Context: an optimization exercise on an open-source flow, tuned for small area. The choices shown serve that exercise and are no tape-out recipe. Only simulation tests tie the RTL to the original design; equivalence was not proved. Power figures rest on the tool's default switching activity, not on a simulated workload.

## dma_csr
module dma_csr (
    input  logic        clk,
    input  logic        rst_n,
    input  logic        psel,
    input  logic        penable,
    input  logic        pwrite,
    input  logic [31:0] paddr,
    input  logic [31:0] pwdata,
    output logic [31:0] prdata,
    output logic        pready,
    output logic        pslverr,
    input  logic        mwr_done_i,
    input  logic [20:0] cpld_data_size_i,
    output logic [31:0] wr_addr_o,
    output logic [15:0] wr_len_o,
    output logic [2:0]  wr_tc_o,
    output logic        wr_64b_o,
    output logic [7:0]  wr_up_addr_o,
    output logic [31:0] wr_count_o,
    output logic        wr_start_o,
    output logic        wr_int_dis_o,
    output logic [31:0] rd_addr_o,
    output logic [15:0] rd_len_o,
    output logic [2:0]  rd_tc_o,
    output logic        rd_64b_o,
    output logic [7:0]  rd_up_addr_o,
    output logic [31:0] rd_count_o,
    output logic        rd_start_o,
    output logic        rd_int_dis_o,
    output logic        init_rst_o,
    output logic        mrd_done_o
);
Settings: LEC_CHECK=0, CAP_MARGIN=0, CORE_MARGIN=2, CORE_UTILIZATION=40, CTS_BUF_LIST=sky130_fd_sc_hd__clkbuf_16, CTS_CLUSTER_DIAMETER=90, CTS_CLUSTER_SIZE=28, GPL_TIMING_DRIVEN=0, SLEW_MARGIN=0; clock period 6.5 ns.
standard.sh (not shown) runs the stock make flow with config.mk's settings and CLKGATE_MAP_FILE= SYNTH_SCRIPT=/design/flow/synth_recipe.tcl, a recipe that flattens the netlist after the stock synthesis.
==> flow/flow/run.sh <==
#!/bin/bash
# The standard ORFS layout (standard.sh) with these changes:
#  * synthesis keeps the multiply-step module dma_csr_mac apart until
#    technology mapping, maps it with ORFS's own (speed) ABC script and the
#    rest of the design with an area-oriented one (flow/abc_area.script,
#    no delay target); flow/synth.tcl is synth_recipe.tcl with that abc
#    call wrapped, and flattens and renames as synth_recipe.tcl does;
#  * the port buffers use the smallest buffer cell.
set -euo pipefail
here=$(pwd)
export MY_ABC_SCRIPT=$here/flow/abc_area.script
export MY_ABC_NOD=1
export MY_ABC_SPEED_MODULES=dma_csr_mac
export SYNTH_KEEP_MODULES=dma_csr_mac
export BUFFER_PORTS_ARGS="-buffer_cell sky130_fd_sc_hd__buf_1"
sed "s#SYNTH_SCRIPT=[^ ]*#SYNTH_SCRIPT=$here/flow/synth.tcl#" standard.sh > own_standard.sh
bash own_standard.sh > standard_flow.log 2>&1
==> flow/flow/abc_area.script <==
strash; dc2; balance; rewrite; refactor; balance; rewrite; rewrite -z; balance; refactor -z; rewrite -z; balance; &get -n; &dch -f; &nf; &put
==> flow/flow/synth.tcl <==
proc synth {args} { yosys synth -nofsm -noshare {*}$args }
if {[info exists ::env(MY_ABC_SCRIPT)]} {
  proc abc {args} {
    set orig $args
    set i [lsearch -exact $args -script]
    if {$i >= 0} { set args [lreplace $args $i [expr {$i+1}] -script $::env(MY_ABC_SCRIPT)] }
    if {[info exists ::env(MY_ABC_NOD)]} {
      set j [lsearch -exact $args -D]
      if {$j >= 0} { set args [lreplace $args $j [expr {$j+1}]] }
    }
    if {[info exists ::env(MY_ABC_SPEED_MODULES)]} {
      puts "MY_ABC speed: $orig $::env(MY_ABC_SPEED_MODULES)"
      yosys abc {*}$orig {*}$::env(MY_ABC_SPEED_MODULES)
      puts "MY_ABC area: $args $::env(DESIGN_NAME)"
      yosys abc {*}$args $::env(DESIGN_NAME)
    } else {
      puts "MY_ABC: $args"
      yosys abc {*}$args
    }
  }
}
source $::env(SCRIPTS_DIR)/synth.tcl
# left out here: clear keep_hierarchy, flatten, clean up, hide names made inside functions, write 1_2_yosys.v
Rerun with:
Settings changed: CORE_UTILIZATION 40 to 65.
What happened:
- The new run finished with timing, DRC and antenna clean
- clock power came out lower by a little under a tenth
- cell count came out lower by roughly a tenth
- worst hold slack hardly moves
- wire length came out lower by a little under a tenth
- core utilization came out higher by 28 points
- die area came out lower by well over a third
- critical path depth came out higher by 2
- first-iteration DRC count came out higher by well over a third
- cell area came out lower slightly
- flip-flop and latch count does not change
- non-clock buffer count came out lower by 4

==> port drivers added, routing unchanged <==
The results above use ideal ports. As a check the final layouts listed here were re-extracted and re-timed, cells and wires unchanged.
Step 1 (the two cells are an assumption about what drives the block):
set clk [get_ports {clk}]
set_driving_cell -lib_cell sky130_fd_sc_hd__clkbuf_16 $clk
set_driving_cell -lib_cell sky130_fd_sc_hd__buf_2 [delete_from_list [all_inputs] $clk]
Step 2, shift: input delay + t, output delay - t, t = (earliest + latest rising clock arrival at the registers) / 2. This alone moves slack from input paths to output paths.
Three values: no drivers, after step 1, after step 2; two values: the first two.
run	shift t [ns]	setup WS [ns]	hold WS [ns]	worst setup path after step 2
the first run	0.576	0.205 / 0.206 / -0.370	0.416 / 0.416 / 0.416	input to register
the second run	0.558	0.174 / 0.198 / -0.360	0.417 / 0.417 / 0.417	input to register
With both steps, setup timing fails in the first run and the second run, where it was met with ideal ports. For the first run, which loses most, drivers alone change the setup slack by +0.001 ns; drivers and shift together by -0.575 ns.
